Context: an optimization exercise on an open-source flow, tuned for small area, a short achievable clock period and few clock cycles per item. The choices shown serve that exercise and are no tape-out recipe. Function was checked by simulation only, so behaviour that the tests miss may differ from the original. Power and IR drop assume default switching activity.

==> design.v <==
package cpuPkg;
	localparam int dataWidth = 16;
	localparam int regCount = 8;
	localparam int regIdxWidth = $clog2(regCount);
	typedef logic [dataWidth-1:0] wordT;
	typedef logic [regIdxWidth-1:0] regIdxT;
	localparam logic [4:0] opNop   = 5'd0;
	localparam logic [4:0] opAddu  = 5'd1;
	localparam logic [4:0] opSubu  = 5'd2;
	localparam logic [4:0] opAnd   = 5'd3;
	localparam logic [4:0] opOr    = 5'd4;
	localparam logic [4:0] opSlt   = 5'd5;
	localparam logic [4:0] opAddiu = 5'd6;
	localparam logic [4:0] opLi    = 5'd7;
	localparam logic [4:0] opLw    = 5'd8;
	localparam logic [4:0] opSw    = 5'd9;
	localparam logic [4:0] opBeqz  = 5'd10;
	localparam logic [4:0] opBnez  = 5'd11;
	localparam logic [4:0] opB     = 5'd12;
	localparam logic [4:0] opJr    = 5'd13;
endpackage
package pipePkg;
	typedef struct packed {
		logic sum;
		logic andOp;
		logic orOp;
		logic slt;
	} resSelT;
	typedef struct packed {
		logic   sub;         
		resSelT resSel;
		logic   regWrite;
		logic   memRead;
		logic   memWrite;
		logic   branch;      
		logic   branchNonZero;
		logic   pred;        
		logic   jumpReg;     
		logic   fwdA;        
		logic   fwdB;
		logic   isLi;
	} exCtrlT;
endpackage
module pipeReg #(
	parameter int width = 1
) (
	input  logic             CLK,
	input  logic             RST,
	input  logic [width-1:0] d,
	output logic [width-1:0] q
);
	always_ff @(posedge CLK or negedge RST)
	begin
		if (!RST)
			q <= '0;
		else
			q <= d;
	end
endmodule
module instrDecoder (
	input  cpuPkg::wordT    instr,
	output logic            useRx,
	output logic            useRy,      
	output logic            isLoad,
	output logic            isStore,
	output logic            isLi,
	output logic            regWrite,
	output logic            isB,
	output logic            isCond,
	output logic            isJr,
	output logic            sub,
	output pipePkg::resSelT resSel,
	output cpuPkg::regIdxT  dest,
	output logic [8:0]      imm         
);
	logic [4:0] op;
	logic       isReg;
	logic       isAddiu;
	assign op = instr[15:11];
	assign isReg = op >= cpuPkg::opAddu && op <= cpuPkg::opSlt;
	assign isAddiu = op == cpuPkg::opAddiu;
	assign isLi = op == cpuPkg::opLi;
	assign isLoad = op == cpuPkg::opLw;
	assign isStore = op == cpuPkg::opSw;
	assign isB = op == cpuPkg::opB;
	assign isCond = op == cpuPkg::opBeqz || op == cpuPkg::opBnez;
	assign isJr = op == cpuPkg::opJr;
	assign useRx = isReg || isAddiu || isLoad || isStore || isCond || isJr;
	assign useRy = isReg;
	assign regWrite = isReg || isAddiu || isLi || isLoad;
	assign sub = op == cpuPkg::opSubu || op == cpuPkg::opSlt;
	assign resSel.sum = op == cpuPkg::opAddu || op == cpuPkg::opSubu || isAddiu || isLi ||
		isLoad || isStore;
	assign resSel.andOp = op == cpuPkg::opAnd;
	assign resSel.orOp = op == cpuPkg::opOr;
	assign resSel.slt = op == cpuPkg::opSlt;
	assign dest = isReg ? instr[4:2] : (isLoad ? instr[7:5] : instr[10:8]);
	always_comb
	begin
		if (isLoad || isStore)
			imm = {instr[4], {3{instr[4]}}, instr[4:0]};
		else if (isAddiu || isLi)
			imm = {instr[7] && !isLi, instr[7:0]};
		else
			imm = '0;
	end
endmodule
module regFile (
	input  logic           CLK,
	input  logic           RST,
	input  cpuPkg::regIdxT rdA,
	input  cpuPkg::regIdxT rdB,
	output cpuPkg::wordT   valA,
	output cpuPkg::wordT   valB,
	input  logic           we,
	input  cpuPkg::regIdxT wAddr,
	input  cpuPkg::wordT   wData
);
	cpuPkg::wordT regs [cpuPkg::regCount];
	always_ff @(posedge CLK)
	begin
		for (int i = 0; i < cpuPkg::regCount; i++)
			if (!RST || (we && wAddr == cpuPkg::regIdxT'(i)))
				regs[i] <= RST ? wData : '0;
	end
	always_comb
	begin
		valA = '0;
		valB = '0;
		for (int i = 0; i < cpuPkg::regCount; i++)
		begin
			valA |= regs[i] & {cpuPkg::dataWidth{rdA == cpuPkg::regIdxT'(i)}};
			valB |= regs[i] & {cpuPkg::dataWidth{rdB == cpuPkg::regIdxT'(i)}};
		end
	end
endmodule
module hazardUnit (
	input  cpuPkg::regIdxT rx,
	input  cpuPkg::regIdxT ry,
	input  logic           useRx,
	input  logic           useRy,
	input  logic           storeRy,    
	input  logic           exValid,
	input  logic           exRegWrite,
	input  logic           exLoad,
	input  cpuPkg::regIdxT exDest,
	output logic           fwdA,
	output logic           fwdB,
	output logic           stall
);
	logic hitA;
	logic hitB;
	assign hitA = exValid && exRegWrite && exDest == rx && useRx;
	assign hitB = exValid && exRegWrite && exDest == ry && (useRy || storeRy);
	assign fwdA = hitA && !exLoad;
	assign fwdB = hitB && !exLoad;
	assign stall = exLoad && (hitA || hitB);
endmodule
module executeStage (
	input  pipePkg::exCtrlT ctrl,
	input  cpuPkg::wordT    opA,
	input  cpuPkg::wordT    opB,       
	output cpuPkg::wordT    aluResult
);
	cpuPkg::wordT addB;
	cpuPkg::wordT sum;
	logic         less;
	assign addB = opB ^ {16{ctrl.sub}};
	logic [15:0] gen [5];
	logic [15:0] prop [5];
	always_comb
	begin
		gen[0] = opA & addB;
		prop[0] = opA ^ addB;
		gen[0][0] = (opA[0] & addB[0]) | (prop[0][0] & ctrl.sub);
		for (int l = 0; l < 4; l++)
			for (int i = 0; i < 16; i++)
				if (i >= (1 << l))
				begin
					gen[l+1][i] = gen[l][i] | (prop[l][i] & gen[l][i - (1 << l)]);
					prop[l+1][i] = prop[l][i] & prop[l][i - (1 << l)];
				end
				else
				begin
					gen[l+1][i] = gen[l][i];
					prop[l+1][i] = prop[l][i];
				end
		sum = prop[0] ^ {gen[4][14:0], ctrl.sub};
	end
	assign less = (opA[15] ^ opB[15]) ? opA[15] : sum[15];
	assign aluResult = ({16{ctrl.resSel.sum}} & sum) |
		({16{ctrl.resSel.andOp}} & (opA & opB)) |
		({16{ctrl.resSel.orOp}} & (opA | opB)) |
		({16{ctrl.resSel.slt}} & {15'd0, less});
endmodule
module pipelineCpu (
	input  logic           CLK,
	input  logic           RST,
	output cpuPkg::wordT   imemAddr,
	input  cpuPkg::wordT   imemData,
	output cpuPkg::wordT   dmemAddr,
	output cpuPkg::wordT   dmemWData,
	output logic           dmemRead,
	output logic           dmemWrite,
	input  cpuPkg::wordT   dmemRData,
	output logic           wbValid,
	output cpuPkg::regIdxT wbReg,
	output cpuPkg::wordT   wbData
);
	cpuPkg::wordT    pc;
	cpuPkg::wordT    nextPc;
	cpuPkg::wordT    seqPc;
	cpuPkg::wordT    brTarget;
	cpuPkg::regIdxT  fRx;
	cpuPkg::regIdxT  fRy;
	logic            fUseRx;
	logic            fUseRy;
	logic            fLoad;
	logic            fStore;
	logic            fLi;
	logic            fRegWrite;
	logic            fB;
	logic            fCond;
	logic            fJr;
	logic            fSub;
	pipePkg::resSelT fResSel;
	cpuPkg::regIdxT  fDest;
	logic [8:0]      fImm;
	logic            fFwdA;
	logic            fFwdB;
	logic            fStall;
	logic            fJrFused;
	logic            fBranch;
	logic            fPred;
	pipePkg::exCtrlT fCtrl;
	logic            exValid;
	pipePkg::exCtrlT ex;
	cpuPkg::wordT    exA;
	cpuPkg::wordT    exB;
	logic            fBypA;
	logic            fBypB;
	cpuPkg::regIdxT  exDest;
	logic [8:0]      exImm;
	cpuPkg::wordT    exAlt;
	cpuPkg::wordT    valA;
	cpuPkg::wordT    valB;
	cpuPkg::wordT    regB;
	cpuPkg::wordT    opA;
	cpuPkg::wordT    opB;
	cpuPkg::wordT    aluResult;
	logic            condTaken;
	logic            redirect;
	cpuPkg::wordT    redirectPc;
	logic [2:0]      memFlags;
	logic            memRegWrite;
	logic            memRead;
	logic            memWrite;
	cpuPkg::regIdxT  memDest;
	cpuPkg::wordT    memStore;
	cpuPkg::wordT    memAlu;
	cpuPkg::wordT    memResult;
	logic            memLoadSel;
	cpuPkg::regIdxT  wbDest;
	cpuPkg::wordT    wbResult;
	assign imemAddr = pc;
	assign fRx = imemData[10:8];
	assign fRy = imemData[7:5];
	instrDecoder decoder (.instr(imemData), .useRx(fUseRx), .useRy(fUseRy), .isLoad(fLoad),
		.isStore(fStore), .isLi(fLi), .regWrite(fRegWrite), .isB(fB), .isCond(fCond),
		.isJr(fJr), .sub(fSub), .resSel(fResSel), .dest(fDest),
		.imm(fImm));
	hazardUnit hazard (.rx(fRx), .ry(fRy), .useRx(fUseRx), .useRy(fUseRy), .storeRy(fStore),
		.exValid(exValid), .exRegWrite(ex.regWrite), .exLoad(ex.memRead), .exDest(exDest),
		.fwdA(fFwdA), .fwdB(fFwdB), .stall(fStall));
	assign fJrFused = fJr && exValid && ex.isLi && exDest == fRx;
	assign fBranch = fCond && imemData[7:0] != 8'd0;
	assign fPred = fB || (fCond && imemData[7]) || fJrFused;
	assign seqPc = pc + 16'd1;
	assign brTarget = seqPc + (fB ? {{5{imemData[10]}}, imemData[10:0]} :
		{{8{imemData[7]}}, imemData[7:0]});
	always_comb
	begin
		if (redirect)
			nextPc = redirectPc;
		else if (fStall)
			nextPc = pc;
		else if (fJrFused)
			nextPc = {8'd0, exImm[7:0]};
		else if (fPred)
			nextPc = brTarget;
		else
			nextPc = seqPc;
	end
	always_ff @(posedge CLK or negedge RST)
	begin
		if (!RST)
			pc <= '0;
		else
			pc <= nextPc;
	end
	always_comb
	begin
		fCtrl.sub = fSub;
		fCtrl.resSel = fResSel;
		fCtrl.regWrite = fRegWrite;
		fCtrl.memRead = fLoad;
		fCtrl.memWrite = fStore;
		fCtrl.branch = fBranch;
		fCtrl.branchNonZero = imemData[11];
		fCtrl.pred = fPred;
		fCtrl.jumpReg = fJr && !fJrFused;
		fCtrl.fwdA = fFwdA;
		fCtrl.fwdB = fFwdB;
		fCtrl.isLi = fLi;
	end
	pipeReg #(.width(1)) exValidReg (.CLK(CLK), .RST(RST), .d(!redirect && !fStall),
		.q(exValid));
	regFile regs (.CLK(CLK), .RST(RST), .rdA(fRx), .rdB(fRy), .valA(valA), .valB(valB),
		.we(memRegWrite), .wAddr(memDest), .wData(memResult));
	assign fBypA = memRegWrite && memDest == fRx;
	assign fBypB = memRegWrite && memDest == fRy;
	always_ff @(posedge CLK)
	begin
		ex <= fCtrl;
		exA <= fFwdA || !fUseRx ? '0 : (fBypA ? memResult : valA);
		exB <= fFwdB || !(fUseRy || fStore) ? '0 : (fBypB ? memResult : valB);
		exDest <= fDest;
		exImm <= fImm;
		exAlt <= fPred ? seqPc : brTarget;
	end
	assign opA = exA | (memAlu & {16{ex.fwdA}});
	assign regB = exB | (memAlu & {16{ex.fwdB}});
	assign opB = (regB & {16{!ex.memWrite}}) | {{7{exImm[8]}}, exImm};
	executeStage execute (.ctrl(ex), .opA(opA), .opB(opB), .aluResult(aluResult));
	assign condTaken = (opA == '0) ^ ex.branchNonZero;
	assign redirect = exValid && (ex.jumpReg || (ex.branch && condTaken != ex.pred));
	assign redirectPc = ex.jumpReg ? opA : exAlt;
	pipeReg #(.width(3)) memFlagReg (.CLK(CLK), .RST(RST),
		.d({exValid && ex.regWrite, exValid && ex.memRead, exValid && ex.memWrite}),
		.q(memFlags));
	assign {memRegWrite, memRead, memWrite} = memFlags;
	always_ff @(posedge CLK)
	begin
		memDest <= exDest;
		memAlu <= aluResult;
		memStore <= regB;
		memLoadSel <= ex.memRead;
	end
	assign dmemAddr = memAlu;
	assign dmemWData = memStore;
	assign dmemRead = memRead;
	assign dmemWrite = memWrite;
	assign memResult = memLoadSel ? dmemRData : memAlu;
	pipeReg #(.width(1)) wbFlagReg (.CLK(CLK), .RST(RST), .d(memRegWrite), .q(wbValid));
	always_ff @(posedge CLK)
	begin
		wbDest <= memDest;
		wbResult <= memResult;
	end
	assign wbReg = wbDest;
	assign wbData = wbResult;
endmodule
==> flow/run.sh <==
#!/bin/bash
# standard layout, with port buffers of a small plain buffer cell
export BUFFER_PORTS_ARGS="-buffer_cell sky130_fd_sc_hd__buf_1"
export CTS_ARGS="-sink_clustering_enable -repair_clock_nets -buf_list sky130_fd_sc_hd__clkbuf_8 -sink_clustering_size 14 -sink_clustering_max_diameter 100 -dont_use_dummy_load"
bash standard.sh > standard.log 2>&1
==> standard.sh <==
#!/bin/bash
# synth_recipe.tcl (not shown) runs the flow's synth.tcl, then flattens the netlist and writes it again
# the make line also repeats each setting of config.mk as NAME=value (left out here)
make -C /OpenROAD-flow-scripts/flow DESIGN_CONFIG=/design/flow/config.mk WORK_HOME=/design/flow/orfs CLKGATE_MAP_FILE= SYNTH_SCRIPT=/design/flow/synth_recipe.tcl "${@:-finish}"
==> config.mk <==
export PLATFORM = sky130hd
export DESIGN_NAME = pipelineCpu
export DESIGN_NICKNAME = pipelineCpu
export VERILOG_FILES = /design/flow/design.v
export SDC_FILE = /design/flow/constraint.sdc
export NUM_CORES = 4
export LEC_CHECK = 0
export ABC_AREA = 1
export CAP_MARGIN = 20
export CORE_MARGIN = 2
export CORE_UTILIZATION = 40
export CTS_BUF_LIST = sky130_fd_sc_hd__clkbuf_8
export CTS_CLUSTER_SIZE = 30
export SETUP_SLACK_MARGIN = 3.75
export SLEW_MARGIN = 20
==> constraint.sdc <==
create_clock -name core_clock -period 6.2 [get_ports {CLK}]
set_input_delay 1.2400 -clock core_clock [delete_from_list [all_inputs] [get_ports {CLK}]]
set_output_delay 1.2400 -clock core_clock [all_outputs]
set_load 0.01 [all_outputs]
==> summary.txt, run 1 <==
The number of ports placed on the die boundary is 104. The initial standard-cell utilization of the core came out at 0.4078. In this run, synthesis inferred 128 flip-flops with an integrated enable. The initial antenna violation count was 1. The total power divided by cell area is 317.5 nW/um2. The number of buffers on the longest clock path came out at 3. The die footprint came out at 35770 um2. The setup TNS after final layout came out at 0 ns. The share of the yosys chip area belonging to registers is 0.5085. The number of cells on the worst reg-to-reg path is 20. Setup repair after global routing could not meet its margin everywhere.

The min-delay analysis places its worst path in the category reg -> reg. The finished layout holds 2278 standard cells, fillers aside. In this run the tightest slew margin relative to its limit is 0.3259. Traced cell by cell, the critical path runs through ha_4 -> nand3_4 -> nor2_4 -> nand2_4 -> buf_4 -> xor2_4 -> inv_2 -> ha_4 -> inv_2 -> o21bai_4 -> a21boi_4 -> nand3_2 -> nand3_4 -> nand2_4 -> nand2_4 -> nand2_1 -> nand2_1 -> nand3_1 -> nand2_1 -> nand2_1. Grouping stages by cell kind, the critical path spends the most delay in simple AND/OR/NAND/NOR gates. The setup path with the least slack is of type reg -> reg.

The overall fraction of global-route tracks in use came out at 0.2644. The logic depth of the worst setup path including buffers came out at 20. The first global-routing pass estimated 72440 um of wire.

Hold is met by 0.3800 ns. From synthesis to final layout, the design area changed by 31.00%. Hold repair after CTS inserted 0 buffers.

The number of warnings printed during yosys synthesis is 9. The combined buffer and inverter count along the critical path is 3. The maximum number of pins on one net before global-route repair came out at 35. The final count of hold timing violations was 0. STA classifies the critical path endpoint as a flip-flop. The reg2reg setup slack is 3.50 ns. The startpoint identified for the worst register-to-register timing path is pc[1].

The number of global-route vias before repair came out at 12060. The port buffer count is 103. The static leakage is 7.567 nW.

The flop and latch count out of synthesis is 279. The net count of the mapped netlist came out at 1676. The minimum clock period is 2.705 ns. The first TritonRoute pass finished after 5 iterations. The end of the worst register-to-register path is pc[15]. Using the TritonRoute via totals, the vias-per-cell ratio works out to 5.752. The worst stage delay on the critical path came out at 0.43 ns. The aggregate routed wire length came out at 50040 um. The remaining global-route overflow is 0. In this design, the critical path's most frequently occurring cell is sky130_fd_sc_hd__nand2_1. A synthesized cell averages 8.526 um2. Following the worst setup path forward leads to its endpoint at pc[15]. The estimated wirelength of the detail-placed design came out at 33020 um. The worst setup path is launched from a flip-flop. Across all setup checks in the final design, the least slack found is 3.495 ns. After filler insertion, the fill cell instance count of the layout stands at 3010. The slowest stage of the critical path is the sky130_fd_sc_hd__dfrtp_1 cell. The post-synthesis cell area is 13710 um2. The share of the core filled with cells in the final layout came out at 0.5343.

TritonCTS built the clock tree. The tree is rooted in a sky130_fd_sc_hd__clkbuf_8. The clock network latency to the later pin of the worst-skew pair is 0.61 ns. The clock sink count is 279. In the synthesized netlist the async set-or-reset flop fraction comes to 0.07527.

CTS built an H-tree with a depth of 1. The count of endpoints failing setup in the final report came out at 0. The floorplan core area is 33620 um2.

The most used flip-flop cell after synthesis is sky130_fd_sc_hd__dfxtp_1. The peak fanout along the critical path is 3. The run finished with no timing, DRC or antenna violations. The remaining number of nets flagged by the antenna check after routing came out at 0. The chip width is 189.1 um. The clock skew is 0.08477 ns. 0 antenna diodes ended up in the layout. The tool flagged a number of max-cap violations equal to 0. The number of remaining DRC errors came out at 0.

The cell count after placement came out at 2115. The number of nets in the layout is 1900. The ratio of final minimum period to clock period came out at 0.4362. The count of pins over their slew limit was 0. In this run the vertical extent of the chip is 189.1 um. The clock-pin slew of the registers on the worst-case setup and hold paths came out at 0.11 ns.

The number of instances in the synthesized netlist is 1608. The share of post-route cells with drive strength above 1 came out at 0.2743. The mean routed wirelength per cell came out at 21.96 um.

The number of different library cells in the post-synthesis netlist is 50. The placement row count came out at 67. In this run, CTS created clock tree buffers numbering 24. The maximum achievable frequency is 369.7 MHz. The congestion estimate from routability-driven global placement came to 0.9079.

The setup slack at placement is 2.146 ns. The required time of the critical path came out at 6.66 ns. The critical path starts at pc[1].

The startpoint of the most critical hold path is exDest[1]. The final route contains 13100 vias. For the worst setup path, the data arrival time is 3.16 ns.

VDD sags by at most 235.0 uV. The actual slew at the worst max-slew pin is 1.010 ns. The number of design-rule violations left by the first detailed-router iteration came out at 1384.
kinds of logic (layout without fill, tap and decap cells):
kind of cell	Yosys count	in the layout	synth area share
adder cells (fa/ha/maj)	34	34	0.03213
XOR/XNOR	43	43	0.02747
AO/OA/AOI/OAI	413	413	0.1794
AND/OR/NAND/NOR	556	558	0.1706
buffers and inverters	283	503	0.08187
flip-flops	279	279	0.5085
layer usage:
metal | routed length, um | up-vias | track usage
met5 | 15 | - | 0
met4 | 2429 | 2 | 0.1073
met3 | 3987 | 167 | 0.03503
met2 | 23400 | 690 | 0.4304
met1 | 20210 | 6307 | 0.3562
li1 | - | 5937 | -
through the flow:
step                      cell area, um2  total power [W]
after floorplan                    13990         0.003469
after global placement             14710         0.003905
after detailed placement           14710         0.003926
after CTS                          16610         0.005260
after global routing               17960         0.005995
final                              17960         0.005703
worst min path at each step:
stage                 endpoint  slack [ns]  depth (start not counted)
finish              memDest[1]        0.38                          0
global route        memDest[1]        0.39                          0
CTS                 memDest[1]        0.38                          0
detailed placement  memDest[1]        0.36                          0
global placement    memDest[1]        0.37                          0
floorplan           memDest[1]        0.35                          0
cell type report:
class,count,area (um2),share of cell area
clock buffers,24,330.3,0.01839
well taps,448,560.5,0.03121
flip-flops and latches,279,7056,0.3929
inverters,226,922.1,0.05134
repair buffers,253,1949,0.1085
multi-input cells,1048,7142,0.3977
where the power goes:
part           leakage, nW  total [W]  switching, W  internal (W)
sequential            2.65    0.00233      0.000173       0.00216
combinational         4.75    0.00242       0.00137       0.00105
clock                0.173   0.000949      0.000604      0.000346
total                 7.57    0.00570       0.00215       0.00355
flip-flops by register name, indices dropped and copies added, names as in the netlist, 3 cells and up:
signal,cells
exDest,3
ex,15
memStore,16
exImm,9
wbResult,16
memAlu,16
pc,16
memDest,3
exB,16
regs.regs,128
wbDest,3
memFlagReg.q,3
exAlt,16
exA,16
synth_stat cells, drive strengths merged, types with 3 or more instances:
cell / n / share of area
o221ai: 9 / 0.0058
o2111ai: 4 / 0.0026
clkbuf: 36 / 0.0099
nand3: 86 / 0.032
a21boi: 5 / 0.0036
o22ai: 55 / 0.025
dfxtp: 130 / 0.19
edfxtp: 128 / 0.28
nor2: 118 / 0.034
a31oi: 3 / 0.0014
ha: 32 / 0.029
xnor2: 11 / 0.0070
nor3: 20 / 0.0073
nand3b: 3 / 0.0019
a21o: 18 / 0.0099
xor2: 32 / 0.020
nand4: 24 / 0.011
dfrtp: 21 / 0.038
o21bai: 5 / 0.0027
inv: 224 / 0.061
o21ai: 135 / 0.049
a221oi: 37 / 0.024
nand2: 302 / 0.083
o211ai: 5 / 0.0027
a21oi: 124 / 0.045
buf: 21 / 0.010
cells in the final DEF, fill, tap and decap left out, types with 9 or more instances in the layout:
master,instances
sky130_fd_sc_hd__nand3_2,19
sky130_fd_sc_hd__a21oi_4,29
sky130_fd_sc_hd__nor2_4,14
sky130_fd_sc_hd__a21oi_1,78
sky130_fd_sc_hd__buf_1,78
sky130_fd_sc_hd__nand2_2,30
sky130_fd_sc_hd__ha_1,11
sky130_fd_sc_hd__nand4_1,24
sky130_fd_sc_hd__o21ai_1,18
sky130_fd_sc_hd__buf_4,118
sky130_fd_sc_hd__a21o_1,16
sky130_fd_sc_hd__nor3_1,9
sky130_fd_sc_hd__dfrtp_2,10
sky130_fd_sc_hd__nand2_4,13
sky130_fd_sc_hd__dfxtp_4,18
sky130_fd_sc_hd__o22ai_1,54
sky130_fd_sc_hd__clkbuf_8,24
sky130_fd_sc_hd__inv_2,25
sky130_fd_sc_hd__nor2_2,21
sky130_fd_sc_hd__clkinvlp_4,9
sky130_fd_sc_hd__nor2_1,83
sky130_fd_sc_hd__a21oi_2,17
sky130_fd_sc_hd__a221oi_1,36
sky130_fd_sc_hd__dfrtp_1,11
sky130_fd_sc_hd__dfxtp_1,109
sky130_fd_sc_hd__nand3_1,59
sky130_fd_sc_hd__nand2_1,259
sky130_fd_sc_hd__inv_1,181
sky130_fd_sc_hd__o21ai_0,102
sky130_fd_sc_hd__buf_12,19
sky130_fd_sc_hd__o21ai_2,12
sky130_fd_sc_hd__xor2_1,23
sky130_fd_sc_hd__edfxtp_1,128
sky130_fd_sc_hd__ha_4,16
sky130_fd_sc_hd__buf_6,20
repair_timing:
action | CTS | global route
cloned | 2 | 3
setup buffers | 72 | 62
setup endpoints to repair | 99 | 175
pin swaps | 49 | 105
resized for setup | 232 | 206
hold endpoints to repair | 0 | 0
Testbench counts, summed over its fixed seeds: cycles 10,648, instrs 10,210.
==> inputs of run 2 (changes only) <==
--- a/config.mk
+++ b/config.mk
@@ -12,4 +12,5 @@
 export CTS_BUF_LIST = sky130_fd_sc_hd__clkbuf_8
 export CTS_CLUSTER_SIZE = 30
-export SETUP_SLACK_MARGIN = 3.75
+export SETUP_SLACK_MARGIN = 3.5
 export SLEW_MARGIN = 20
+export TNS_END_PERCENT = 0
==> run 2 against run 1 <==
Global-route usage down 1.4 points; clock power down 3.7%; core utilization down 6.9 points; final cell count down 4.3%; critical path depth down 8; total power down 12%; routed wire length down 7.1%; first-iteration DRC count up 19%; clock skew down 0.061 ns; flip-flop and latch count unchanged; critical endpoint is now exA[10]; largest cell class is now registers.
==> summary.txt, run 2 <==
The placer congestion estimate was 0.9268 (was 0.9079). The total CTS buffers came out at 23 (was 24). The final worst hold slack is 0.3683 ns (was 0.3800 ns). The maximum achievable frequency is 358.5 MHz (was 369.7 MHz). The clock sink count is 279 (unchanged).

The number of different library cells in the post-synthesis netlist came to 50 (unchanged). The share of the yosys chip area belonging to registers came to 0.5085 (unchanged). The number of design-rule violations left by the first detailed-router iteration came out at 1650 (was 1384). The ratio of final minimum period to clock period is 0.4499 (was 0.4362). The kind of start point of the critical path is an input pin (was flip-flop). The static leakage came to 6.730 nW (was 7.567 nW). The placement row count is 67 (unchanged). The proportion of register bits with asynchronous set or reset after synthesis is 0.07527 (unchanged). The peak fanout along the critical path is 25 (was 3). The most numerous cell in the Yosys netlist is sky130_fd_sc_hd__nand2_1 (unchanged). The overall fraction of global-route tracks in use came to 0.2505 (was 0.2644). The clock-pin slew of the registers on the worst-case setup and hold paths is 0.09 ns (was 0.11 ns). The CTS tree is yes (unchanged). The share of post-route cells with drive strength above 1 was 0.1144 (was 0.2743). The aggregate routed wire length came out at 46500 um (was 50040 um). The post-synthesis cell area came out at 13710 um2 (unchanged). The net count of the mapped netlist came to 1676 (unchanged).

The number of filler instances in the final layout is 3264 (was 3010). The setup TNS after final layout is 0 ns (unchanged). The critical path class was in -> reg (was reg -> reg). Setup repair after global routing missed its margin: yes (unchanged).

The die span in y came out at 189.1 um (unchanged). The die footprint came out at 35770 um2 (unchanged). The number of antenna repair diodes is 0 (unchanged).

The final count of hold timing violations was 0 (unchanged). The number of ports placed on the die boundary came out at 104 (unchanged). The root buffer cell is sky130_fd_sc_hd__clkbuf_8 (unchanged).

The leading area contributor after synthesis is sky130_fd_sc_hd__edfxtp_1 (unchanged). The most common cell after layout, fill and taps aside was sky130_fd_sc_hd__nand2_1 (unchanged). Most frequent cells in the layout: sky130_fd_sc_hd__nand2_1, sky130_fd_sc_hd__inv_1, sky130_fd_sc_hd__edfxtp_1 (unchanged). The portion of synthesized cell area occupied by the leading cell type is 0.2804 (unchanged). The number of levels in the clock H-tree is 1 (unchanged). The register name with the most flops was regs.regs (unchanged). The number of nets in the layout came out at 1801 (was 1900). The estimated wirelength of the detail-placed design was 32380 um (was 33020 um).

The layout overhead on the synthesized area came out at 14.07% (was 31.00%). The initial standard-cell utilization of the core came out at 0.4078 (unchanged). The number of max-cap violations was 0 (unchanged).

The clock skew came out at 0.02341 ns (was 0.08477 ns). The mean instance size in the synthesized netlist was 8.526 um2 (unchanged). The maximum number of pins on one net before global-route repair is 34 (was 35). The number of global-route vias before repair came out at 11430 (was 12060). The via count came to 12310 (was 13100).

The number of instances in the synthesized netlist is 1608 (unchanged). The required time of the critical path came to 6.61 ns (was 6.66 ns). Commonest cells in the synthesized netlist: sky130_fd_sc_hd__nand2_1, sky130_fd_sc_hd__inv_1, sky130_fd_sc_hd__dfxtp_1, sky130_fd_sc_hd__o21ai_0, sky130_fd_sc_hd__edfxtp_1 (unchanged). The via-per-instance ratio is 5.650 (was 5.752). The number of flip-flops under the largest register name is 128 (unchanged). The chip width came out at 189.1 um (unchanged). The signal arrival time at the worst endpoint is 3.20 ns (was 3.16 ns). The worst hold path class is reg -> reg (unchanged). The flip-flop and latch area came out at 6995 um2 (was 7056 um2). The endpoint type of the worst setup path is a flip-flop (unchanged). The port buffer count is 103 (unchanged). The initial antenna violation count came out at 0 (was 1). The minimum clock period is 2.790 ns (was 2.705 ns). The normalized max-slew margin came out at 0.2878 (was 0.3259). The share of the core filled with cells in the final layout is 0.4652 (was 0.5343).

The count of endpoints failing setup in the final report came out at 0 (unchanged). The total power divided by cell area was 321.6 nW/um2 (was 317.5 nW/um2). The floorplan core area is 33620 um2 (unchanged). The remaining global-route overflow came to 0 (unchanged). The number of enable-type register cells in the synthesized netlist is 128 (unchanged). The dominant synthesized flop cell was sky130_fd_sc_hd__dfxtp_1 (unchanged). The remaining number of nets flagged by the antenna check after routing was 0 (unchanged).

The detailed-routing iteration count for the pre-antenna-repair pass is 6 (was 5). The area of combinational cells with multiple inputs came out at 6075 um2 (was 7142 um2). Most area-consuming cells after synthesis: sky130_fd_sc_hd__edfxtp_1, sky130_fd_sc_hd__dfxtp_1, sky130_fd_sc_hd__nand2_1 (unchanged). The first-pass GRT wire length is 68560 um (was 72440 um).

The flop and latch count out of synthesis came to 279 (unchanged). The mean routed wirelength per cell is 21.34 um (was 21.96 um). The number of buffers on the longest clock path came out at 3 (unchanged).

The clock network latency to the later pin of the worst-skew pair came out at 0.56 ns (was 0.61 ns). The number of remaining DRC errors is 0 (unchanged). The count of pins over their slew limit is 0 (unchanged). Result of the run: no timing/DRC/antenna violations (unchanged). The actual slew at the worst max-slew pin is 1.061 ns (was 1.010 ns). The number of warnings printed during yosys synthesis is 9 (unchanged). The highest ir drop seen on vdd came to 272.3 uV (was 235.0 uV).
## run 2: cell type report
class,count,area share
Timing Repair Buffer,156,0.05192
Inverter,226,0.05624
Sequential cell,279,0.4473
Tap cell,448,0.03584
Clock buffer,23,0.02024
Multi-Input combinational cell,1047,0.3884
## run 2: cell families (layout without fill, tap and decap cells)
| logic type | count (synthesis) | count (layout) | share of synthesized area |
|---|---|---|---|
| flip-flops | 279 | 279 | 0.5085 |
| AND/OR/NAND/NOR | 556 | 557 | 0.1706 |
| XOR/XNOR | 43 | 43 | 0.02747 |
| AO/OA/AOI/OAI | 413 | 413 | 0.1794 |
| adder cells (fa/ha/maj) | 34 | 34 | 0.03213 |
| buffers and inverters | 283 | 405 | 0.08187 |
## run 2: power breakdown
part	internal (W)	total, W	switching [W]
registers	0.00216	0.00231	0.000157
clock network	0.000332	0.000914	0.000581
logic	0.000685	0.00180	0.00112
total	0.00317	0.00503	0.00186
## run 2: what timing repair did
item	4_1_cts	5_1_grt
pin swaps	4	27
gates cloned	0	1
endpoints found under the setup margin	201	98
hold buffers	0	0
resized for setup	27	88
setup buffers	15	20
## run 2: final timing paths
kind	startpoint	end	slack [ns]	cells after the start
max	imemData[10]	exA[10]	3.41	12
min	exDest[1]	memDest[1]	0.37	0
max reg2reg	memAlu[13]	pc[9]	3.44	11
min reg2reg	exDest[1]	memDest[1]	0.37	0
max in group asynchronous	RST	pc[3]	4.87	1
min in group asynchronous	RST	pc[8]	0.77	1
## run 2: metal layers
layer,part of all wire,up-vias,track usage
met2,0.46,682,0.4043
met3,0.091,118,0.04430
met5,0,-,0
met4,0.038,0,0.09255
li1,-,5728,-
met1,0.41,5783,0.3368
## run 2: per-stage QoR
stage	worst slack (ns)	total power (W)	instance area (um2)	cells
after floorplan	3.178	0.003429	13810	1608
after global placement	2.289	0.003870	14630	2120
after detailed placement	2.151	0.003887	14630	2120
after CTS	3.307	0.004856	15150	2158
after global routing	3.256	0.005330	15640	2179
final	3.410	0.005029	15640	2179
## run 2: critical path, stage by stage
cell and delay, ns:
sky130_fd_sc_hd__clkbuf_2 0.21, sky130_fd_sc_hd__inv_1 0.19, sky130_fd_sc_hd__o22ai_1 0.16, sky130_fd_sc_hd__a221oi_1 0.07, sky130_fd_sc_hd__nand2_1 0.09, sky130_fd_sc_hd__buf_4 0.32, sky130_fd_sc_hd__clkinvlp_4 0.25, sky130_fd_sc_hd__buf_4 0.21
sky130_fd_sc_hd__a21oi_1 0.12, sky130_fd_sc_hd__nand3_1 0.08, sky130_fd_sc_hd__o21ai_0 0.14, sky130_fd_sc_hd__nor2_1 0.09
==> inputs of run 3 (changes only) <==
--- a/config.mk
+++ b/config.mk
@@ -12,5 +12,5 @@
 export CTS_BUF_LIST = sky130_fd_sc_hd__clkbuf_8
 export CTS_CLUSTER_SIZE = 30
+export PLACE_DENSITY = 0.7
 export SETUP_SLACK_MARGIN = 3.5
 export SLEW_MARGIN = 20
-export TNS_END_PERCENT = 0
==> run 3 against run 2 <==
Still clean; non-clock buffer count grew 34; final cell count grew 1.6%; hold slack gained 0.011 ns; flip-flop and latch count is the same; clock-buffer cell count grew 1; largest cell class unchanged; largest power group unchanged.
==> summary.txt, run 3 <==
The number of remaining DRC errors is 0 (unchanged). The port buffer count was 103 (unchanged). Most area-consuming cells after synthesis: sky130_fd_sc_hd__edfxtp_1, sky130_fd_sc_hd__dfxtp_1, sky130_fd_sc_hd__nand2_1 (unchanged). The final setup slack of the worst path is 3.419 ns (was 3.410 ns). The worst setup path startpoint is imemData[11] (was imemData[10]). The mean routed wirelength per cell came out at 20.41 um (was 21.34 um). The clock sink count came out at 279 (unchanged).

The number of warnings printed during yosys synthesis came out at 9 (unchanged). The root buffer cell was sky130_fd_sc_hd__clkbuf_8 (unchanged). The static leakage came to 6.999 nW (was 6.730 nW). The number of ports placed on the die boundary is 104 (unchanged). The via count came out at 12540 (was 12310). The floorplan core area was 33620 um2 (unchanged). The number of instances in the synthesized netlist is 1608 (unchanged). The reg2reg setup slack was 3.48 ns (was 3.44 ns). The via-per-instance ratio came to 5.662 (was 5.650). The clock-pin slew of the registers on the worst-case setup and hold paths is 0.10 ns (was 0.09 ns).

The remaining number of nets flagged by the antenna check after routing came out at 0 (unchanged). The share of the yosys chip area belonging to registers came out at 0.5085 (unchanged). The actual slew at the worst max-slew pin came out at 0.8531 ns (was 1.061 ns). Setup repair after global routing missed its margin: yes (unchanged). The die span in y came out at 189.1 um (unchanged). The flop and latch count out of synthesis came to 279 (unchanged).

The kind of start point of the critical path is an input pin (unchanged). The total CTS buffers came out at 24 (was 23). Commonest cells in the synthesized netlist: sky130_fd_sc_hd__nand2_1, sky130_fd_sc_hd__inv_1, sky130_fd_sc_hd__dfxtp_1, sky130_fd_sc_hd__o21ai_0, sky130_fd_sc_hd__edfxtp_1 (unchanged). The register name with the most flops is regs.regs (unchanged).

The worst hold path class is reg -> reg (unchanged). The highest ir drop seen on vdd is 278.9 uV (was 272.3 uV). The total power divided by cell area came out at 326.7 nW/um2 (was 321.6 nW/um2). The number of max-cap violations is 0 (unchanged). The required time of the critical path is 6.66 ns (was 6.61 ns). The clock skew came out at 0.02773 ns (was 0.02341 ns). The number of design-rule violations left by the first detailed-router iteration came out at 1666 (was 1650). The die footprint came out at 35770 um2 (unchanged). Result of the run: no timing/DRC/antenna violations (unchanged).

The count of pins over their slew limit came to 0 (unchanged). The number of flip-flops under the largest register name is 128 (unchanged). The remaining global-route overflow is 0 (unchanged).

The number of levels in the clock H-tree came out at 1 (unchanged). The detailed-routing iteration count for the pre-antenna-repair pass came out at 7 (was 6). The number of hold buffers added after CTS is 0 (unchanged).

The signal arrival time at the worst endpoint is 3.24 ns (was 3.20 ns). The count of endpoints failing setup in the final report was 0 (unchanged). The initial antenna violation count came out at 0 (unchanged). The CTS tree was yes (unchanged).

The endpoint type of the worst setup path was a flip-flop (unchanged). The leading area contributor after synthesis is sky130_fd_sc_hd__edfxtp_1 (unchanged). The net count of the mapped netlist came to 1676 (unchanged).

The number of cells traversed by the worst register-to-register path came out at 16 (was 11). The portion of synthesized cell area occupied by the leading cell type is 0.2804 (unchanged). The aggregate routed wire length came out at 45200 um (was 46500 um).

The post-synthesis cell area came to 13710 um2 (unchanged). The chip width came to 189.1 um (unchanged). The minimum clock period came out at 2.781 ns (was 2.790 ns).

The maximum achievable frequency is 359.6 MHz (was 358.5 MHz). The final count of hold timing violations came out at 0 (unchanged). The share of post-route cells with drive strength above 1 came out at 0.1687 (was 0.1144). The critical path class is in -> reg (unchanged). The number of nets in the layout was 1836 (was 1801). The most common cell after layout, fill and taps aside is sky130_fd_sc_hd__nand2_1 (unchanged).

The layout overhead on the synthesized area came out at 18.84% (was 14.07%). The ratio of final minimum period to clock period is 0.4485 (was 0.4499). The reg-to-reg startpoint is pc[1] (was memAlu[13]). The endpoint of the most critical setup path is pc[11] (was exA[10]). The most numerous cell in the Yosys netlist is sky130_fd_sc_hd__nand2_1 (unchanged). The peak fanout along the critical path is 4 (was 25). The setup TNS after final layout is 0 ns (unchanged). The number of enable-type register cells in the synthesized netlist is 128 (unchanged). The number of buffers on the longest clock path came to 3 (unchanged). The number of different library cells in the post-synthesis netlist is 50 (unchanged).

The overall fraction of global-route tracks in use is 0.2430 (was 0.2505). Most frequent cells in the layout: sky130_fd_sc_hd__nand2_1, sky130_fd_sc_hd__inv_1, sky130_fd_sc_hd__edfxtp_1 (unchanged). The placement row count was 67 (unchanged). The initial standard-cell utilization of the core came out at 0.4078 (unchanged).

The clock network latency to the later pin of the worst-skew pair came out at 0.57 ns (was 0.56 ns). The proportion of register bits with asynchronous set or reset after synthesis is 0.07527 (unchanged). The placer congestion estimate came out at 0.9485 (was 0.9268). The first-pass GRT wire length is 67630 um (was 68560 um).

The number of antenna repair diodes came out at 0 (unchanged). The setup slack at placement is 2.204 ns (was 2.151 ns). The normalized max-slew margin came out at 0.4278 (was 0.2878). The number of global-route vias before repair is 11740 (was 11430).

The maximum number of pins on one net before global-route repair is 35 (was 34). The dominant synthesized flop cell is sky130_fd_sc_hd__dfxtp_1 (unchanged). The mean instance size in the synthesized netlist is 8.526 um2 (unchanged). The estimated wirelength of the detail-placed design came out at 31630 um (was 32380 um). The end of the worst register-to-register path is pc[8] (was pc[9]).
run 3: cell types whose count changed in the layout (fill, tap and decap cells not counted), moves of 8 or more:
cell                      change
sky130_fd_sc_hd__buf_4       +27
sky130_fd_sc_hd__nand2_1     -13
sky130_fd_sc_hd__nand2_2      +9
sky130_fd_sc_hd__inv_1        -9
sky130_fd_sc_hd__inv_2        +8
sky130_fd_sc_hd__nand3_1      -8
sky130_fd_sc_hd__a21oi_2     +12
sky130_fd_sc_hd__a21oi_1     -13
run 3: worst min-delay path by stage:
stage | slack, ns | to | depth (start not counted) | from
final | 0.38 | memDest[1] | 0 | exDest[1]
after floorplan | 0.35 | memDest[1] | 0 | exDest[1]
after CTS | 0.39 | memDest[1] | 0 | exDest[1]
after detailed placement | 0.37 | memDest[1] | 0 | exDest[1]
after global placement | 0.36 | memDest[1] | 0 | exDest[1]
after global routing | 0.38 | memDest[1] | 0 | exDest[1]
run 3: cell families after synthesis:
kind of cell,after synthesis,share of synthesized area
flip-flops,279,0.5085
AND/OR/NAND/NOR,556,0.1706
XOR/XNOR,43,0.02747
adder cells (fa/ha/maj),34,0.03213
AO/OA/AOI/OAI,413,0.1794
buffers and inverters,283,0.08187
run 3: cell type report:
| class | count | area [um2] |
|---|---|---|
| Clock buffer | 24 | 330.3 |
| Multi-Input combinational cell | 1047 | 6380 |
| Fill cell | 3126 | 17320 |
| Timing Repair Buffer | 190 | 1141 |
| Sequential cell | 279 | 6998 |
| Tap cell | 448 | 560.5 |
| Inverter | 226 | 882.1 |
run 3: metrics by stage:
step	total power, W	area (um2)	hold WS, ns	std cells	utilization
floorplan	0.003447	13840	0.3510	1608	-
global placement	0.003931	14650	0.3607	2120	0.4358
detailed placement	0.003936	14650	0.3712	2120	0.4358
CTS	0.005073	15680	0.3852	2189	0.4663
global route	0.005597	16290	0.3839	2214	0.4846
finish	0.005322	16290	0.3790	2214	0.4846
run 3: power by group:
group          leakage (nW)  switching, W  internal [W]  total [W]
clock network         0.173      0.000582      0.000346   0.000929
logic                  4.18       0.00125      0.000819    0.00207
registers              2.64      0.000170       0.00216    0.00233
run 3: worst max-delay path, cell delays in order:
cell and delay (ns):
sky130_fd_sc_hd__buf_12 0.11, sky130_fd_sc_hd__nor2_4 0.14, sky130_fd_sc_hd__buf_12 0.12, sky130_fd_sc_hd__nand3_4 0.09
sky130_fd_sc_hd__nand2_4 0.12, sky130_fd_sc_hd__o21ai_1 0.06, sky130_fd_sc_hd__inv_1 0.10, sky130_fd_sc_hd__ha_4 0.24
sky130_fd_sc_hd__a21oi_2 0.13, sky130_fd_sc_hd__a21boi_4 0.21, sky130_fd_sc_hd__nand3_2 0.12, sky130_fd_sc_hd__nand3_4 0.10
sky130_fd_sc_hd__nand2_4 0.07, sky130_fd_sc_hd__xnor2_2 0.19, sky130_fd_sc_hd__nand2_1 0.07, sky130_fd_sc_hd__nand2_1 0.06
sky130_fd_sc_hd__nand2_1 0.05
run 3: routing by layer:
layer  track usage  share of wire
met5             0              0
met4        0.1058          0.045
met3       0.04986          0.098
met2        0.3836           0.45
met1        0.3233           0.41
run 3: timing repair:
action,in CTS,in global routing
gates resized for setup,92,115
setup buffers,45,24
setup endpoints to repair,73,66
pin swaps,31,47
cloned,0,1
==> inputs of run 4 (changes only) <==
--- a/config.mk
+++ b/config.mk
@@ -12,5 +12,4 @@
 export CTS_BUF_LIST = sky130_fd_sc_hd__clkbuf_8
 export CTS_CLUSTER_SIZE = 30
-export PLACE_DENSITY = 0.7
 export SETUP_SLACK_MARGIN = 3.5
 export SLEW_MARGIN = 20
==> run 4 against run 3 <==
Final cell count decreased by 1.1%; sequential share of layout area grew 0.55 points; still clean; clock power is 2% higher; die area did not move; routed wire length rose by 3.0%; setup slack improved by 0.086 ns; core utilization fell by 0.61 points; register-to-register slack improved by 0.05 ns; synthesized cell count is the same; largest cell class unchanged; non-clock buffer count down 24; flip-flop and latch count is the same.
==> summary.txt, run 4 <==
Result of the run: no timing/DRC/antenna violations (unchanged). The clock sink count is 279 (unchanged). The clock skew is 0.04709 ns (was 0.02773 ns). The number of hold buffers added after CTS is 0 (unchanged). The die span in y is 189.1 um (unchanged). The required time of the critical path is 6.73 ns (was 6.66 ns).

The remaining global-route overflow came out at 0 (unchanged). The proportion of register bits with asynchronous set or reset after synthesis is 0.07527 (unchanged). The via count is 12410 (was 12540). The worst hold path class is reg -> reg (unchanged).

The number of levels in the clock H-tree is 1 (unchanged). The leading area contributor after synthesis was sky130_fd_sc_hd__edfxtp_1 (unchanged). The total CTS buffers came out at 24 (unchanged).

The critical path class is in -> reg (unchanged). The signal arrival time at the worst endpoint came out at 3.23 ns (was 3.24 ns). The number of flip-flops under the largest register name is 128 (unchanged).

The number of remaining DRC errors came out at 0 (unchanged). The first-pass GRT wire length came to 69040 um (was 67630 um). The port buffer count is 103 (unchanged). The ratio of final minimum period to clock period is 0.4347 (was 0.4485). The initial standard-cell utilization of the core was 0.4078 (unchanged). The layout overhead on the synthesized area was 17.33% (was 18.84%).

The aggregate routed wire length came out at 46540 um (was 45200 um). The peak fanout along the critical path is 15 (was 4). The register name with the most flops is regs.regs (unchanged). The total power divided by cell area came to 323.4 nW/um2 (was 326.7 nW/um2).

The remaining number of nets flagged by the antenna check after routing came to 0 (unchanged). The floorplan core area came out at 33620 um2 (unchanged). The number of filler instances in the final layout is 3211 (was 3126). The number of buffers on the longest clock path is 3 (unchanged). The actual slew at the worst max-slew pin came out at 1.037 ns (was 0.8531 ns). The via-per-instance ratio came out at 5.664 (was 5.662). The post-synthesis cell area was 13710 um2 (unchanged). The maximum number of pins on one net before global-route repair came to 35 (unchanged). The mean instance size in the synthesized netlist came out at 8.526 um2 (unchanged). The number of design-rule violations left by the first detailed-router iteration is 1564 (was 1666). The endpoint type of the worst setup path is a flip-flop (unchanged). The number of warnings printed during yosys synthesis came to 9 (unchanged). The clock network latency to the later pin of the worst-skew pair came out at 0.60 ns (was 0.57 ns). The placement row count came to 67 (unchanged). The normalized max-slew margin came out at 0.3065 (was 0.4278).

The power consumption came out at 0.005202 W (was 0.005322 W). The number of antenna repair diodes was 0 (unchanged). The minimum clock period came out at 2.695 ns (was 2.781 ns). The estimated wirelength of the detail-placed design is 32090 um (was 31630 um). The highest ir drop seen on vdd came out at 194.2 uV (was 278.9 uV). The flop and latch count out of synthesis came out at 279 (unchanged). The setup TNS after final layout is 0 ns (unchanged). Most area-consuming cells after synthesis: sky130_fd_sc_hd__edfxtp_1, sky130_fd_sc_hd__dfxtp_1, sky130_fd_sc_hd__nand2_1 (unchanged). The mean routed wirelength per cell came out at 21.25 um (was 20.41 um).

The number of instances in the synthesized netlist is 1608 (unchanged). The dominant synthesized flop cell is sky130_fd_sc_hd__dfxtp_1 (unchanged). The final count of hold timing violations is 0 (unchanged).

The count of endpoints failing setup in the final report is 0 (unchanged). The CTS tree was yes (unchanged). The chip width was 189.1 um (unchanged).

The number of different library cells in the post-synthesis netlist came out at 50 (unchanged). The detailed-routing iteration count for the pre-antenna-repair pass is 6 (was 7). The final design instance area without fill is 16090 um2 (was 16290 um2). The die footprint came to 35770 um2 (unchanged). The initial antenna violation count is 0 (unchanged).

The share of post-route cells with drive strength above 1 came out at 0.1527 (was 0.1687). The static leakage was 6.887 nW (was 6.999 nW). The clock-pin slew of the registers on the worst-case setup and hold paths came to 0.09 ns (was 0.10 ns). The number of max-cap violations came out at 0 (unchanged). The most common cell after layout, fill and taps aside is sky130_fd_sc_hd__nand2_1 (unchanged). The maximum achievable frequency is 371.1 MHz (was 359.6 MHz). The most numerous cell in the Yosys netlist was sky130_fd_sc_hd__nand2_1 (unchanged). The number of nets in the layout was 1812 (was 1836). The count of pins over their slew limit came out at 0 (unchanged).

The share of the core filled with cells in the final layout came out at 0.4785 (was 0.4846). The portion of synthesized cell area occupied by the leading cell type came out at 0.2804 (unchanged). The net count of the mapped netlist is 1676 (unchanged). The number of global-route vias before repair is 11690 (was 11740). Most frequent cells in the layout: sky130_fd_sc_hd__nand2_1, sky130_fd_sc_hd__inv_1, sky130_fd_sc_hd__edfxtp_1 (unchanged).

The root buffer cell is sky130_fd_sc_hd__clkbuf_8 (unchanged). Setup repair after global routing missed its margin: yes (unchanged). The number of enable-type register cells in the synthesized netlist came out at 128 (unchanged). Commonest cells in the synthesized netlist: sky130_fd_sc_hd__nand2_1, sky130_fd_sc_hd__inv_1, sky130_fd_sc_hd__dfxtp_1, sky130_fd_sc_hd__o21ai_0, sky130_fd_sc_hd__edfxtp_1 (unchanged). The kind of start point of the critical path is an input pin (unchanged).

The number of cells in the finished layout apart from fillers came out at 2190 (was 2214). The placer congestion estimate is 0.9278 (was 0.9485). The cell count after placement came out at 2120 (unchanged). The instance area at placement came out at 14660 um2 (was 14650 um2).

The overall fraction of global-route tracks in use is 0.2512 (was 0.2430). The share of the yosys chip area belonging to registers is 0.5085 (unchanged). The number of ports placed on the die boundary came to 104 (unchanged).
run 4: cell counts after synthesis:
No cell type changed its count.
run 4: cells by family (layout without fill, tap and decap cells):
| logic type | after synthesis | in the layout | synth area share |
|---|---|---|---|
| fa+ha+maj | 34 | 34 | 0.03213 |
| xor+xnor | 43 | 43 | 0.02747 |
| simple gates | 556 | 557 | 0.1706 |
| compound gates | 413 | 413 | 0.1794 |
| buf+inv | 283 | 416 | 0.08187 |
| flops | 279 | 279 | 0.5085 |
run 4: power breakdown:
group	switching (W)	leakage [nW]	internal, W	total, W
Sequential	0.000167	2.64	0.00215	0.00232
Combinational	0.00119	4.07	0.000752	0.00194
Clock	0.000597	0.173	0.000346	0.000943
Total	0.00195	6.89	0.00325	0.00520
run 4: worst max-delay path, stage by stage:
cell and delay (ns):
sky130_fd_sc_hd__buf_2 0.26, sky130_fd_sc_hd__inv_1 0.16, sky130_fd_sc_hd__nor3_1 0.32, sky130_fd_sc_hd__inv_1 0.46
sky130_fd_sc_hd__o211ai_1 0.32, sky130_fd_sc_hd__a211oi_1 0.08, sky130_fd_sc_hd__nand4_1 0.11, sky130_fd_sc_hd__o21ai_0 0.14
sky130_fd_sc_hd__nor2_1 0.13
run 4: worst paths after layout:
path                       slack [ns]  cells after the start         from          to
hold / removal                   0.38                      0    exDest[1]  memDest[1]
max in group asynchronous        5.20                      2          RST       pc[5]
setup / recovery                 3.50                      9  imemData[6]     exB[15]
min in group asynchronous        0.68                      2          RST      pc[14]
hold reg to reg                  0.38                      0    exDest[1]  memDest[1]
setup reg to reg                 3.53                     19        pc[1]      pc[14]
run 4: layout make-up:
class                           instances  area (um2)  share of cell area
Clock buffer                           24       330.3             0.02054
Tap cell                              448       560.5             0.03485
Multi-Input combinational cell       1047        6379              0.3965
Inverter                              226       877.1             0.05453
Timing Repair Buffer                  166       940.9             0.05849
Sequential cell                       279        6998              0.4351
run 4: repair_timing:
item	in CTS	in global routing
pin swaps	15	40
endpoints found under the setup margin	72	43
resized for setup	80	109
gates cloned	0	1
buffers inserted	27	18
run 4: stage by stage:
step	setup slack, ns	hold slack [ns]
global placement	2.278	0.3581
floorplan	3.183	0.3510
finish	3.505	0.3836
detailed placement	2.127	0.3596
CTS	3.435	0.3837
global route	3.325	0.3977
run 4: per-layer routing:
| layer | track usage | routed length, um | up-vias |
|---|---|---|---|
| li1 | - | - | 5754 |
| met1 | 0.3361 | 19630 | 5889 |
| met2 | 0.4036 | 21360 | 633 |
| met3 | 0.04801 | 3997 | 129 |
| met4 | 0.09465 | 1552 | 0 |
| met5 | 0 | 0 | - |
==> inputs of run 5 (changes only) <==
--- a/config.mk
+++ b/config.mk
@@ -12,4 +12,5 @@
 export CTS_BUF_LIST = sky130_fd_sc_hd__clkbuf_8
 export CTS_CLUSTER_SIZE = 30
+export GPL_ROUTABILITY_DRIVEN = 0
 export SETUP_SLACK_MARGIN = 3.5
 export SLEW_MARGIN = 20
==> run 5 against run 4 <==
Still clean; critical path depth is 2 higher; via count is 1.4% higher; setup slack worse by 0.021 ns; hold slack worse by 0.011 ns; critical path type unchanged; critical endpoint is now exA[10].
==> summary.txt, run 5 <==
The number of cells in the finished layout apart from fillers is 2211 (was 2190). The die footprint came out at 35770 um2 (unchanged). The share of the yosys chip area belonging to registers was 0.5085 (unchanged). The critical path's slowest cell was sky130_fd_sc_hd__clkinvlp_4 (was sky130_fd_sc_hd__inv_1). The clock network latency to the later pin of the worst-skew pair came out at 0.58 ns (was 0.60 ns). The remaining global-route overflow is 0 (unchanged). The post-synthesis cell area came out at 13710 um2 (unchanged). The number of enable-type register cells in the synthesized netlist is 128 (unchanged). The number of global-route vias before repair came to 12050 (was 11690). Cell breakdown of the critical path: buf_2 -> clkinvlp_4 -> o22ai_1 -> a221oi_1 -> nand2_1 -> buf_8 -> clkinvlp_4 -> a21oi_1 -> nand3_1 -> o21ai_0 -> nor2_1 (was buf_2 -> inv_1 -> nor3_1 -> inv_1 -> o211ai_1 -> a211oi_1 -> nand4_1 -> o21ai_0 -> nor2_1). The chip width was 189.1 um (unchanged). The dominant synthesized flop cell is sky130_fd_sc_hd__dfxtp_1 (unchanged).

The clock-pin slew of the registers on the worst-case setup and hold paths came out at 0.09 ns (about the same). The combined buffer and inverter count along the critical path came out at 4 (was 3). The via count came out at 12580 (was 12410). The number of levels in the clock H-tree came out at 1 (unchanged). The peak fanout along the critical path came out at 25 (was 15). The final count of hold timing violations is 0 (unchanged).

The number of warnings printed during yosys synthesis is 9 (unchanged). The floorplan core area is 33620 um2 (unchanged). Most frequent cells in the layout: sky130_fd_sc_hd__nand2_1, sky130_fd_sc_hd__inv_1, sky130_fd_sc_hd__edfxtp_1 (unchanged). Result of the run: no timing/DRC/antenna violations (unchanged). The total CTS buffers is 23 (was 24).

The most numerous cell in the Yosys netlist was sky130_fd_sc_hd__nand2_1 (unchanged). The normalized max-slew margin came out at 0.3402 (was 0.3065). The via-per-instance ratio is 5.690 (was 5.664).

The leading area contributor after synthesis is sky130_fd_sc_hd__edfxtp_1 (unchanged). The required time of the critical path is 6.62 ns (was 6.73 ns). The highest ir drop seen on vdd is 192.4 uV (was 194.2 uV).

The most common cell after layout, fill and taps aside is sky130_fd_sc_hd__nand2_1 (unchanged). The signal arrival time at the worst endpoint is 3.14 ns (was 3.23 ns). The portion of synthesized cell area occupied by the leading cell type is 0.2804 (unchanged).

The number of different library cells in the post-synthesis netlist is 50 (unchanged). The setup TNS after final layout is 0 ns (unchanged). The total power divided by cell area came out at 320.0 nW/um2 (was 323.4 nW/um2). The number of nets in the layout was 1833 (was 1812). The proportion of register bits with asynchronous set or reset after synthesis is 0.07527 (unchanged). The remaining number of nets flagged by the antenna check after routing is 0 (unchanged).

The clock skew is 0.03997 ns (was 0.04709 ns). The register name with the most flops is regs.regs (unchanged). The net count of the mapped netlist came out at 1676 (unchanged). The maximum number of pins on one net before global-route repair came to 35 (unchanged). The number of remaining DRC errors came out at 0 (unchanged). Commonest cells in the synthesized netlist: sky130_fd_sc_hd__nand2_1, sky130_fd_sc_hd__inv_1, sky130_fd_sc_hd__dfxtp_1, sky130_fd_sc_hd__o21ai_0, sky130_fd_sc_hd__edfxtp_1 (unchanged). The critical path class is in -> reg (unchanged). The area of combinational cells with multiple inputs is 6365 um2 (was 6379 um2). The die span in y came out at 189.1 um (unchanged). The number of max-cap violations is 0 (unchanged). The flop and latch count out of synthesis is 279 (unchanged).

The cell count after placement came out at 2119 (was 2120). The cell type with the highest occurrence count on the critical path was sky130_fd_sc_hd__clkinvlp_4 (was sky130_fd_sc_hd__inv_1). The overall fraction of global-route tracks in use is 0.2563 (was 0.2512). The minimum clock period is 2.716 ns (was 2.695 ns). The worst stage delay on the critical path came to 0.27 ns (was 0.46 ns).

The mean instance size in the synthesized netlist came to 8.526 um2 (unchanged). Most area-consuming cells after synthesis: sky130_fd_sc_hd__edfxtp_1, sky130_fd_sc_hd__dfxtp_1, sky130_fd_sc_hd__nand2_1 (unchanged). The maximum achievable frequency is 368.2 MHz (was 371.1 MHz). The number of flip-flops under the largest register name came out at 128 (unchanged). The share of post-route cells with drive strength above 1 came to 0.1673 (was 0.1527). The clock sink count came out at 279 (unchanged). The CTS tree is yes (unchanged). The count of pins over their slew limit came out at 0 (unchanged). The static leakage is 6.970 nW (was 6.887 nW). The detailed-routing iteration count for the pre-antenna-repair pass came to 6 (unchanged). The port buffer count is 103 (unchanged). The initial antenna violation count came out at 1 (was 0). The number of design-rule violations left by the first detailed-router iteration came out at 1533 (was 1564). The flip-flop and latch area came out at 7002 um2 (was 6998 um2). The kind of cell with the highest combined delay on the critical path is buffers and inverters (unchanged).

The number of buffers on the longest clock path is 3 (unchanged). The worst hold path class is reg -> reg (unchanged). The actual slew at the worst max-slew pin came to 0.9836 ns (was 1.037 ns). The placement row count is 67 (unchanged). The number of ports placed on the die boundary is 104 (unchanged).

The ratio of final minimum period to clock period is 0.4381 (was 0.4347). The estimated wirelength of the detail-placed design came out at 32210 um (was 32090 um). The number of instances in the synthesized netlist is 1608 (unchanged). The endpoint type of the worst setup path is a flip-flop (unchanged).

The layout overhead on the synthesized area was 18.37% (was 17.33%). The initial standard-cell utilization of the core is 0.4078 (unchanged). The root buffer cell was sky130_fd_sc_hd__clkbuf_8 (unchanged).

The mean routed wirelength per cell came out at 21.37 um (was 21.25 um). The number of antenna repair diodes is 0 (unchanged). The aggregate routed wire length came out at 47260 um (was 46540 um). The first-pass GRT wire length is 70440 um (was 69040 um). The number of filler instances in the final layout came out at 3228 (was 3211). Setup repair after global routing missed its margin: yes (unchanged). The kind of start point of the critical path is an input pin (unchanged). The number of hold buffers added after CTS is 0 (unchanged). The count of endpoints failing setup in the final report is 0 (unchanged).
run 5: cell counts after synthesis:
Identical to the previous run, type by type.
run 5: cell type report:
type | instances | share of cell area
flip-flops and latches | 279 | 0.4315
multi-input cells | 1047 | 0.3922
repair buffers | 187 | 0.06731
inverters | 226 | 0.05466
well taps | 448 | 0.03454
clock buffers | 23 | 0.01951
repair inverters | 1 | 0.0003084
run 5: repair_timing:
| item | 4_1_cts | 5_1_grt |
|---|---|---|
| endpoints found under the setup margin | 72 | 65 |
| gates resized for setup | 97 | 98 |
| gates cloned | 0 | 2 |
| hold endpoints to repair | 0 | 0 |
| pin swaps | 31 | 32 |
| setup buffers | 39 | 28 |
run 5: routing by layer:
layer  wire [um]  GRT usage
met1       19040     0.3349
met2       21530     0.4122
met3        4541    0.05653
met4        2149     0.1049
met5           0          0
run 5: worst reg2reg max path, stage by stage (launching register included):
cell                      delay (ns)
sky130_fd_sc_hd__dfrtp_1        0.43
sky130_fd_sc_hd__ha_4           0.17
sky130_fd_sc_hd__nand3_4        0.07
sky130_fd_sc_hd__nor2_4         0.12
sky130_fd_sc_hd__buf_4          0.12
sky130_fd_sc_hd__nand3_1        0.07
sky130_fd_sc_hd__xor2_1         0.23
sky130_fd_sc_hd__inv_1          0.15
sky130_fd_sc_hd__ha_4           0.27
sky130_fd_sc_hd__buf_4          0.15
sky130_fd_sc_hd__a31oi_1        0.19
sky130_fd_sc_hd__nand3_1        0.14
sky130_fd_sc_hd__nand2_1        0.08
sky130_fd_sc_hd__inv_1          0.05
sky130_fd_sc_hd__o21ai_0        0.14
sky130_fd_sc_hd__nand4_1        0.11
sky130_fd_sc_hd__nand3_1        0.09
run 5: cell families after synthesis:
family          share of synthesized area
compound gates                     0.1794
xor+xnor                          0.02747
fa+ha+maj                         0.03213
buf+inv                           0.08187
flops                              0.5085
simple gates                       0.1706
run 5: where the power goes:
group          internal (W)  switching [W]  leakage (nW)
clock              0.000332       0.000584         0.165
sequential          0.00216       0.000163          2.64
combinational      0.000768        0.00119          4.16
run 5: stage by stage:
step / utilization / cell area, um2 / setup slack, ns / hold slack (ns) / power [W]
finish: 0.4827 / 16230 / 3.484 / 0.3723 / 0.005193
global route: 0.4827 / 16230 / 3.351 / 0.3947 / 0.005495
CTS: 0.4651 / 15640 / 3.471 / 0.3722 / 0.004993
global placement: 0.4359 / 14650 / 2.294 / 0.3608 / 0.003886
floorplan: - / 13840 / 3.183 / 0.3510 / 0.003447
detailed placement: 0.4359 / 14650 / 2.240 / 0.3584 / 0.003911
run 5: path summary, 6_finish.rpt:
path | cells past startpoint | from | endpoint | slack [ns]
setup reg to reg | 16 | pc[1] | pc[12] | 3.55
hold / removal | 0 | exDest[1] | memDest[1] | 0.37
max in group asynchronous | 2 | RST | pc[0] | 5.18
setup / recovery | 11 | imemData[10] | exA[10] | 3.48
min in group asynchronous | 2 | RST | memFlagReg.q[2] | 0.69
hold reg to reg | 0 | exDest[1] | memDest[1] | 0.37
==> inputs of run 6 (changes only) <==
--- a/config.mk
+++ b/config.mk
@@ -12,5 +12,4 @@
 export CTS_BUF_LIST = sky130_fd_sc_hd__clkbuf_8
 export CTS_CLUSTER_SIZE = 30
-export GPL_ROUTABILITY_DRIVEN = 0
-export SETUP_SLACK_MARGIN = 3.5
+export SETUP_SLACK_MARGIN = 3.4
 export SLEW_MARGIN = 20
==> run 6 against run 5 <==
Still clean; routed wire length increased by 0.28%; core utilization decreased by 0.24 points; synthesized cell count unchanged; combinational power about the same; clock-buffer cell count unchanged; hold slack improved by 0.015 ns; register-to-register slack got worse by 0.17 ns.
==> summary.txt, run 6 <==
The initial standard-cell utilization of the core is 0.4078 (unchanged). Result of the run: no timing/DRC/antenna violations (unchanged). The total CTS buffers is 23 (unchanged). The number of instances in the synthesized netlist came to 1608 (unchanged).

The ratio of final minimum period to clock period came out at 0.4541 (was 0.4381). The count of endpoints failing setup in the final report was 0 (unchanged). The estimated wirelength of the detail-placed design is 32540 um (was 32210 um). The mean routed wirelength per cell was 21.51 um (was 21.37 um).

The layout overhead on the synthesized area came out at 17.79% (was 18.37%). The via-per-instance ratio is 5.687 (was 5.690). The startpoint of the most critical hold path is exDest[1] (unchanged). The detailed-routing iteration count for the pre-antenna-repair pass is 6 (unchanged). The register name with the most flops is regs.regs (unchanged). The power consumption came out at 0.005207 W (was 0.005193 W).

The root buffer cell is sky130_fd_sc_hd__clkbuf_8 (unchanged). The remaining number of nets flagged by the antenna check after routing came out at 0 (unchanged). The total power divided by cell area came out at 322.5 nW/um2 (was 320.0 nW/um2). The port buffer count is 103 (unchanged). The highest ir drop seen on vdd came out at 177.8 uV (was 192.4 uV).

The number of ports placed on the die boundary is 104 (unchanged). The reg2reg setup slack came out at 3.38 ns (was 3.55 ns). The cell count after placement was 2120 (was 2119). The clock sink count is 279 (unchanged). The number of cells in the finished layout apart from fillers came out at 2203 (was 2211).

The clock network latency to the later pin of the worst-skew pair is 0.58 ns (about the same). The placement row count is 67 (unchanged). The end of the worst register-to-register path is pc[14] (was pc[12]).

The sink of the worst hold path is memDest[1] (unchanged). The actual slew at the worst max-slew pin came to 0.8139 ns (was 0.9836 ns). The placer congestion estimate came out at 0.9262. The clock-pin slew of the registers on the worst-case setup and hold paths is 0.12 ns (was 0.09 ns). The maximum number of pins on one net before global-route repair came out at 35 (unchanged).

The aggregate routed wire length is 47390 um (was 47260 um). The die span in y came out at 189.1 um (unchanged). The share of the core filled with cells in the final layout is 0.4804 (was 0.4827). The signal arrival time at the worst endpoint is 3.27 ns (was 3.14 ns). The floorplan core area came to 33620 um2 (unchanged). The normalized max-slew margin was 0.4568 (was 0.3402). The reg-to-reg startpoint is pc[1] (unchanged).

The flop and latch count out of synthesis is 279 (unchanged). The worst setup path startpoint is pc[1] (was imemData[10]). The share of the yosys chip area belonging to registers is 0.5085 (unchanged). The worst hold path class is reg -> reg (unchanged). The CTS tree is yes (unchanged). The final count of hold timing violations came to 0 (unchanged). Commonest cells in the synthesized netlist: sky130_fd_sc_hd__nand2_1, sky130_fd_sc_hd__inv_1, sky130_fd_sc_hd__dfxtp_1, sky130_fd_sc_hd__o21ai_0, sky130_fd_sc_hd__edfxtp_1 (unchanged). The number of levels in the clock H-tree came out at 1 (unchanged). The number of enable-type register cells in the synthesized netlist came out at 128 (unchanged). The dominant synthesized flop cell is sky130_fd_sc_hd__dfxtp_1 (unchanged).
run 6: worst max path at each step:
stage                     slack (ns)       to  cells past startpoint
final                           3.38   pc[14]                     18
after global routing            3.17   pc[14]                     19
after detailed placement        2.09   exB[6]                     10
after floorplan                 3.18   pc[15]                     18
after global placement          2.27  exB[10]                     10
after CTS                       3.37   pc[15]                     19
run 6: area by class of cell:
class / instances / area, um2 / share of cell area
well taps: 448 / 560.5 / 0.03471
repair inverters: 1 / 7.507 / 0.0004649
flip-flops and latches: 279 / 6997 / 0.4333
inverters: 226 / 877.1 / 0.05432
clock buffers: 23 / 316.6 / 0.01960
multi-input cells: 1047 / 6331 / 0.3921
repair buffers: 179 / 1059 / 0.06555
run 6: worst max-delay path, stage by stage (launching register included):
cell and delay, ns:
sky130_fd_sc_hd__dfrtp_1 0.44, sky130_fd_sc_hd__ha_4 0.18, sky130_fd_sc_hd__nand3_4 0.08, sky130_fd_sc_hd__nor2_4 0.15, sky130_fd_sc_hd__nand2_4 0.09, sky130_fd_sc_hd__nor2_4 0.15, sky130_fd_sc_hd__nand4_1 0.13, sky130_fd_sc_hd__xor2_1 0.23
sky130_fd_sc_hd__inv_1 0.12, sky130_fd_sc_hd__ha_4 0.32, sky130_fd_sc_hd__inv_4 0.04, sky130_fd_sc_hd__nor3_4 0.17, sky130_fd_sc_hd__inv_1 0.07, sky130_fd_sc_hd__nor2_2 0.10, sky130_fd_sc_hd__nor2_2 0.06, sky130_fd_sc_hd__nand3_1 0.11
sky130_fd_sc_hd__nand3_1 0.09, sky130_fd_sc_hd__nand4_1 0.09, sky130_fd_sc_hd__nand3_1 0.09
run 6: where the power goes:
group / leakage [nW] / switching (W) / internal (W)
sequential: 2.64 / 0.000172 / 0.00215
combinational: 4.12 / 0.00118 / 0.000767
clock: 0.165 / 0.000599 / 0.000333
run 6: stage by stage:
step | setup WS, ns | area (um2)
after floorplan | 3.183 | 13830
after global placement | 2.270 | 14660
after detailed placement | 2.095 | 14660
after CTS | 3.374 | 15410
after global routing | 3.170 | 16150
final | 3.385 | 16150
run 6: layer usage:
layer  vias to the layer above  wire (um)  track usage
met5                         -         14            0
met4                         2       1835      0.09165
met3                       139       3990      0.03652
met2                       657      21930       0.4184
met1                      5945      19620       0.3421
li1                       5786          -            -
run 6: timing repair:
item,in CTS,in global routing
endpoints found under the setup margin,69,54
gates resized for setup,47,125
gates cloned,0,2
hold buffers,0,0
pin swaps,7,42
setup buffers,29,29
run 6: kinds of logic (layout without fill, tap and decap cells):
group	Yosys count	in the layout	synth area share
compound gates	413	413	0.1794
xor+xnor	43	43	0.02747
fa+ha+maj	34	34	0.03213
buf+inv	283	429	0.08187
flops	279	279	0.5085
simple gates	556	557	0.1706

[afterwards: timing with drivers on the ports]
How much do the figures lean on ideal ports? The routed layouts below were timed once more, with nothing changed but the port constraints. Step 1 assumes that a clkbuf_16 drives the clock port and a buf_2 every other input. Step 2 also shifts input and output timing later by t, the mid clock arrival at the registers, as if the neighbouring blocks saw the same clock. Slacks: ideal / step 1 / step 2; pairs: ideal / step 1.
| run | t, ns | setup slack, ns |
|---|---|---|
| run 1 | 0.621 | 3.495 / 3.495 / 2.881 |
| run 2 | 0.595 | 3.410 / 3.433 / 2.838 |
| run 3 | 0.609 | 3.419 / 3.407 / 2.799 |
| run 4 | 0.620 | 3.505 / 3.511 / 2.894 |
| run 5 | 0.601 | 3.484 / 3.477 / 2.877 |
| run 6 | 0.609 | 3.385 / 3.385 / 2.815 |
After both steps every run listed still meets setup and hold.
